From an optimization exercise on the open Yosys and OpenROAD flow, aimed at small area and a short achievable clock period; shortcuts taken in it are not production practice. RTL that was checked went through simulation tests only; none was proved equivalent to the original. No activity file was given, so power comes from the tool's default toggle rates.

== nickel ==
==> flow/design.v <==
package rob_pkg;
	typedef logic [3:0] tag_t;
	typedef logic [4:0] rob_ptr_t;
	typedef logic [2:0] areg_t;
	typedef logic [31:0] data_t;
	typedef logic [15:0] pc_t;
endpackage
`timescale 1ns/1ps
module rob_top (
	input logic clk,
	input logic reset,
	input logic [1:0] disp_valid,
	input logic [5:0] disp_dst,
	input logic [5:0] disp_src,
	input logic [31:0] disp_pc,
	output logic stall,
	output logic [7:0] alloc_tag,
	output logic [7:0] src_tag,
	output logic [1:0] src_pending,
	output logic [63:0] src_data,
	input logic [1:0] wb_valid,
	input logic [7:0] wb_tag,
	input logic [63:0] wb_data,
	output logic [1:0] out_valid,
	output logic [5:0] out_dst,
	output logic [63:0] out_data,
	output logic [31:0] out_pc
);
	localparam int AW = 19;  
	logic [3:0] head;
	logic [3:0] tail;
	logic [4:0] cnt;
	logic [15:0] done;
	logic [AW-1:0] a_mem0 [8];
	logic [AW-1:0] a_mem1 [8];
	logic [31:0] r_mem0 [8];
	logic [31:0] r_mem1 [8];
	logic [7:0] pend;
	logic [3:0] stag [8];
	logic [31:0] sval [8];
	logic [1:0] acc;
	logic [3:0] tag1;
	logic stall_q;
	assign stall = stall_q;
	assign acc = disp_valid & {2{~stall}};
	assign tag1 = tail + {3'b0, disp_valid[0]};
	assign alloc_tag = {tag1, tail};
	logic [1:0] a_we;
	logic [2:0] a_off [2];
	logic [AW-1:0] a_wd [2];
	logic [AW-1:0] a_s0, a_s1;
	assign a_s0 = {disp_dst[2:0], disp_pc[15:0]};
	assign a_s1 = {disp_dst[5:3], disp_pc[31:16]};
	always_comb begin
		for (int b = 0; b < 2; b++) begin
			if (tail[0] == b[0]) begin
				a_we[b] = acc[0] | acc[1];
				a_wd[b] = disp_valid[0] ? a_s0 : a_s1;
				a_off[b] = tail[3:1];
			end else begin
				a_we[b] = acc[0] & acc[1];
				a_wd[b] = a_s1;
				a_off[b] = tail[3:1] + {2'b0, tail[0]};
			end
		end
	end
	logic [31:0] w_wd [2];
	always_comb begin
		for (int b = 0; b < 2; b++) begin
			w_wd[b] = (wb_valid[0] && wb_tag[0] == b[0]) ? wb_data[31:0] : wb_data[63:32];
		end
	end
	logic r0, r1;
	logic [3:0] head1;
	assign r0 = done[head];
	assign r1 = r0 & done[head1];
	always_comb begin
		logic [7:0] d0, d1;
		logic fwd;
		for (int r = 0; r < 8; r++) begin
			d0[r] = disp_src[2:0] == r[2:0];
			d1[r] = disp_src[5:3] == r[2:0];
		end
		src_data = '0;
		src_tag = '0;
		src_pending = '0;
		for (int r = 0; r < 8; r++) begin
			src_data[31:0] = src_data[31:0] | ({32{d0[r]}} & sval[r]);
			src_data[63:32] = src_data[63:32] | ({32{d1[r]}} & sval[r]);
			src_tag[3:0] = src_tag[3:0] | ({4{d0[r]}} & stag[r]);
			src_tag[7:4] = src_tag[7:4] | ({4{d1[r]}} & stag[r]);
			src_pending[0] = src_pending[0] | (d0[r] & pend[r]);
			src_pending[1] = src_pending[1] | (d1[r] & pend[r]);
		end
		fwd = disp_valid[0] && disp_dst[2:0] == disp_src[5:3];
		if (fwd) begin
			src_tag[7:4] = tail;
			src_pending[1] = 1'b1;
		end
	end
	logic [7:0] oh0, oh1;
	logic osw;
	always_comb begin
		logic [AW-1:0] ra0, ra1;
		logic [31:0] rr0, rr1;
		ra0 = '0;
		ra1 = '0;
		rr0 = '0;
		rr1 = '0;
		for (int o = 0; o < 8; o++) begin
			ra0 = ra0 | ({AW{oh0[o]}} & a_mem0[o]);
			ra1 = ra1 | ({AW{oh1[o]}} & a_mem1[o]);
			rr0 = rr0 | ({32{oh0[o]}} & r_mem0[o]);
			rr1 = rr1 | ({32{oh1[o]}} & r_mem1[o]);
		end
		if (osw) begin
			{out_dst[2:0], out_pc[15:0]} = ra1;
			{out_dst[5:3], out_pc[31:16]} = ra0;
			out_data[31:0] = rr1;
			out_data[63:32] = rr0;
		end else begin
			{out_dst[2:0], out_pc[15:0]} = ra0;
			{out_dst[5:3], out_pc[31:16]} = ra1;
			out_data[31:0] = rr0;
			out_data[63:32] = rr1;
		end
	end
	always_ff @(posedge clk) begin
		logic [2:0] o0;
		o0 = head[3:1] + {2'b0, head[0]};
		for (int o = 0; o < 8; o++) begin
			oh0[o] <= o0 == o[2:0];
			oh1[o] <= head[3:1] == o[2:0];
		end
		osw <= head[0];
	end
	always_ff @(posedge clk) begin
		for (int o = 0; o < 8; o++) begin
			if (a_we[0] && a_off[0] == o[2:0]) a_mem0[o] <= a_wd[0];
			if (a_we[1] && a_off[1] == o[2:0]) a_mem1[o] <= a_wd[1];
			if ((wb_valid[0] && wb_tag[3:0] == {o[2:0], 1'b0}) || (wb_valid[1] && wb_tag[7:4] == {o[2:0], 1'b0})) r_mem0[o] <= w_wd[0];
			if ((wb_valid[0] && wb_tag[3:0] == {o[2:0], 1'b1}) || (wb_valid[1] && wb_tag[7:4] == {o[2:0], 1'b1})) r_mem1[o] <= w_wd[1];
		end
	end
	logic [4:0] cnt_nxt;
	logic stall_nxt;
	always_comb begin
		logic [4:0] cand [5];
		logic [2:0] d;
		for (int k = 0; k < 5; k++) begin
			cand[k] = cnt + 5'(k) - 5'd2;
		end
		d = 3'd2 + {2'b0, acc[0]} + {2'b0, acc[1]} - {2'b0, r0} - {2'b0, r1};
		cnt_nxt = cand[d];
		stall_nxt = cnt_nxt[4] | (&cnt_nxt[3:0]);
	end
	always_ff @(posedge clk) begin
		if (reset) begin
			head <= '0;
			head1 <= 4'd1;
			tail <= '0;
			cnt <= '0;
			stall_q <= 1'b0;
			done <= '0;
			out_valid <= '0;
		end else begin
			if (r1) begin
				head <= head + 4'd2;
				head1 <= head + 4'd3;
			end else if (r0) begin
				head <= head1;
				head1 <= head + 4'd2;
			end
			tail <= tail + {3'b0, acc[0]} + {3'b0, acc[1]};
			cnt <= cnt_nxt;
			stall_q <= stall_nxt;
			out_valid <= {r1, r0};
			for (int t = 0; t < 16; t++) begin
				if ((r0 && head == t[3:0]) || (r1 && head1 == t[3:0])) done[t] <= 1'b0;
				if ((wb_valid[0] && wb_tag[3:0] == t[3:0]) || (wb_valid[1] && wb_tag[7:4] == t[3:0])) done[t] <= 1'b1;
			end
		end
	end
	logic [7:0] m0, m1;
	logic [7:0] cap;
	always_comb begin
		for (int r = 0; r < 8; r++) begin
			m0[r] = !reset && wb_valid[0] && wb_tag[3:0] == stag[r];
			m1[r] = !reset && wb_valid[1] && wb_tag[7:4] == stag[r];
			cap[r] = reset || (pend[r] && (m0[r] || m1[r]));
		end
	end
	always_ff @(posedge clk) begin
		for (int r = 0; r < 8; r++) begin
			if (cap[r]) sval[r] <= ({32{m0[r]}} & wb_data[31:0]) | ({32{m1[r]}} & wb_data[63:32]);
		end
	end
	always_ff @(posedge clk) begin
		for (int r = 0; r < 8; r++) begin
			if (reset) begin
				pend[r] <= 1'b0;
			end else begin
				if (cap[r]) pend[r] <= 1'b0;
				if (acc[0] && disp_dst[2:0] == r[2:0]) begin
					pend[r] <= 1'b1;
					stag[r] <= tail;
				end
				if (acc[1] && disp_dst[5:3] == r[2:0]) begin
					pend[r] <= 1'b1;
					stag[r] <= tag1;
				end
			end
		end
	end
endmodule
Settings: LEC_CHECK=0, ABC_AREA=1, CAP_MARGIN=20, CORE_MARGIN=2, CORE_UTILIZATION=55, CTS_CLUSTER_DIAMETER=80, CTS_CLUSTER_SIZE=25, SETUP_SLACK_MARGIN=2.75, SLEW_MARGIN=20; clock period 7.0 ns.
standard.sh (not shown) runs the stock make flow with config.mk's settings and CLKGATE_MAP_FILE= SYNTH_SCRIPT=/design/flow/synth_recipe.tcl, a recipe that flattens the netlist after the stock synthesis.
==> flow/flow/run.sh <==
#!/bin/bash
# The standard layout, with plain buffers (instead of the default delay-cell
# buffer) as the port buffers.
set -euo pipefail
bash standard.sh "BUFFER_PORTS_ARGS=-buffer_cell sky130_fd_sc_hd__buf_2" finish > make.log 2>&1
The inputs of onyx differ from those of nickel as listed below.
-- flow/design.v --
<<< nickel, line 147
	always_comb begin
		logic [4:0] cand [5];
		logic [2:0] d;
		for (int k = 0; k < 5; k++) begin
			cand[k] = cnt + 5'(k) - 5'd2;
		end
		d = 3'd2 + {2'b0, acc[0]} + {2'b0, acc[1]} - {2'b0, r0} - {2'b0, r1};
		cnt_nxt = cand[d];
		stall_nxt = cnt_nxt[4] | (&cnt_nxt[3:0]);
	end
	always_ff @(posedge clk) begin
>>> onyx, line 147
	always_comb begin
		logic [4:0] cand [5];
		logic [4:0] t [3];
		logic [4:0] st;
		logic [2:0] ts;
		for (int k = 0; k < 5; k++) begin
			cand[k] = cnt + 5'(k) - 5'd2;
			st[k] = cand[k][4] | (&cand[k][3:0]);
		end
		for (int k = 0; k < 3; k++) begin
			t[k] = r1 ? cand[k] : (r0 ? cand[k + 1] : cand[k + 2]);
			ts[k] = r1 ? st[k] : (r0 ? st[k + 1] : st[k + 2]);
		end
		if (acc[0] && acc[1]) begin
			cnt_nxt = t[2];
			stall_nxt = ts[2];
		end else if (acc[0] || acc[1]) begin
			cnt_nxt = t[1];
			stall_nxt = ts[1];
		end else begin
			cnt_nxt = t[0];
			stall_nxt = ts[0];
		end
	end
	always_ff @(posedge clk) begin
<<< nickel, line 186
	always_comb begin
		for (int r = 0; r < 8; r++) begin
			m0[r] = !reset && wb_valid[0] && wb_tag[3:0] == stag[r];
			m1[r] = !reset && wb_valid[1] && wb_tag[7:4] == stag[r];
			cap[r] = reset || (pend[r] && (m0[r] || m1[r]));
		end
>>> onyx, line 200
	always_comb begin
		for (int r = 0; r < 8; r++) begin
			m0[r] = wb_valid[0] && wb_tag[3:0] == stag[r];
			m1[r] = wb_valid[1] && wb_tag[7:4] == stag[r];
			cap[r] = reset || (pend[r] && (m0[r] || m1[r]));
		end
<<< nickel, line 193
	always_ff @(posedge clk) begin
		for (int r = 0; r < 8; r++) begin
			if (cap[r]) sval[r] <= ({32{m0[r]}} & wb_data[31:0]) | ({32{m1[r]}} & wb_data[63:32]);
		end
	end
>>> onyx, line 207
	always_ff @(posedge clk) begin
		for (int r = 0; r < 8; r++) begin
			if (cap[r]) sval[r] <= ({32{m0[r] && !reset}} & wb_data[31:0]) | ({32{m1[r] && !reset}} & wb_data[63:32]);
		end
	end
Notes after the runs:
- Sort onyx and nickel by clock insertion delay at the later pin of the skew report, descending, and onyx comes first.
- Taking nickel as the reference point, the length in cells of the worst reg-to-reg path of onyx falls by 13.
- Diff nickel -> onyx: hold slack down 0.048 ns, synthesized-area fraction occupied by adder cells flat, iteration-0 DRC count of the detailed router up 3.5%.
- Count of vias placed by the detailed router of onyx exceeds that of nickel slightly.
- In terms of detailed-route vias per instance, nickel and onyx differ only marginally.
- In terms of share of the cycle needed by the critical path after routing, nickel and onyx differ only marginally.
- Sort onyx and nickel by share of power burned in the clock network, ascending, and nickel comes first.
- For onyx, the capturing element of the worst setup path was src_data[10], unlike nickel, where it was src_data[60].
For onyx, only the layout was checked, not whether the RTL still works.

-- separate check: timing with driven ports --
Ports are ideal in the flow. The routed layouts listed here were re-timed in OpenROAD. Step 1 (the two cells are an assumption about what drives the block):
set clk [get_ports {clk}]
set_driving_cell -lib_cell sky130_fd_sc_hd__clkbuf_16 $clk
set_driving_cell -lib_cell sky130_fd_sc_hd__buf_2 [delete_from_list [all_inputs] $clk]
Step 2 times the ports against the registers' clock, not the clock port: input delays grow and output delays shrink by t, the midpoint of the rising clock arrivals with the driver on. Three values: ideal, step 1, step 2; two values: the first two.
run | t (ns) | setup WS [ns] | worst setup path at the end | worst slew at a driven data input, ns
nickel | 0.761 | 2.623 / 2.531 / 2.297 | input to register | 0.15
onyx | 0.796 | 2.628 / 2.563 / 2.409 | input to register | 0.22
After both steps setup and hold are still met in every run listed. The setup slack of nickel, which loses most, moves by -0.092 ns with the drivers and by -0.326 ns with both steps.
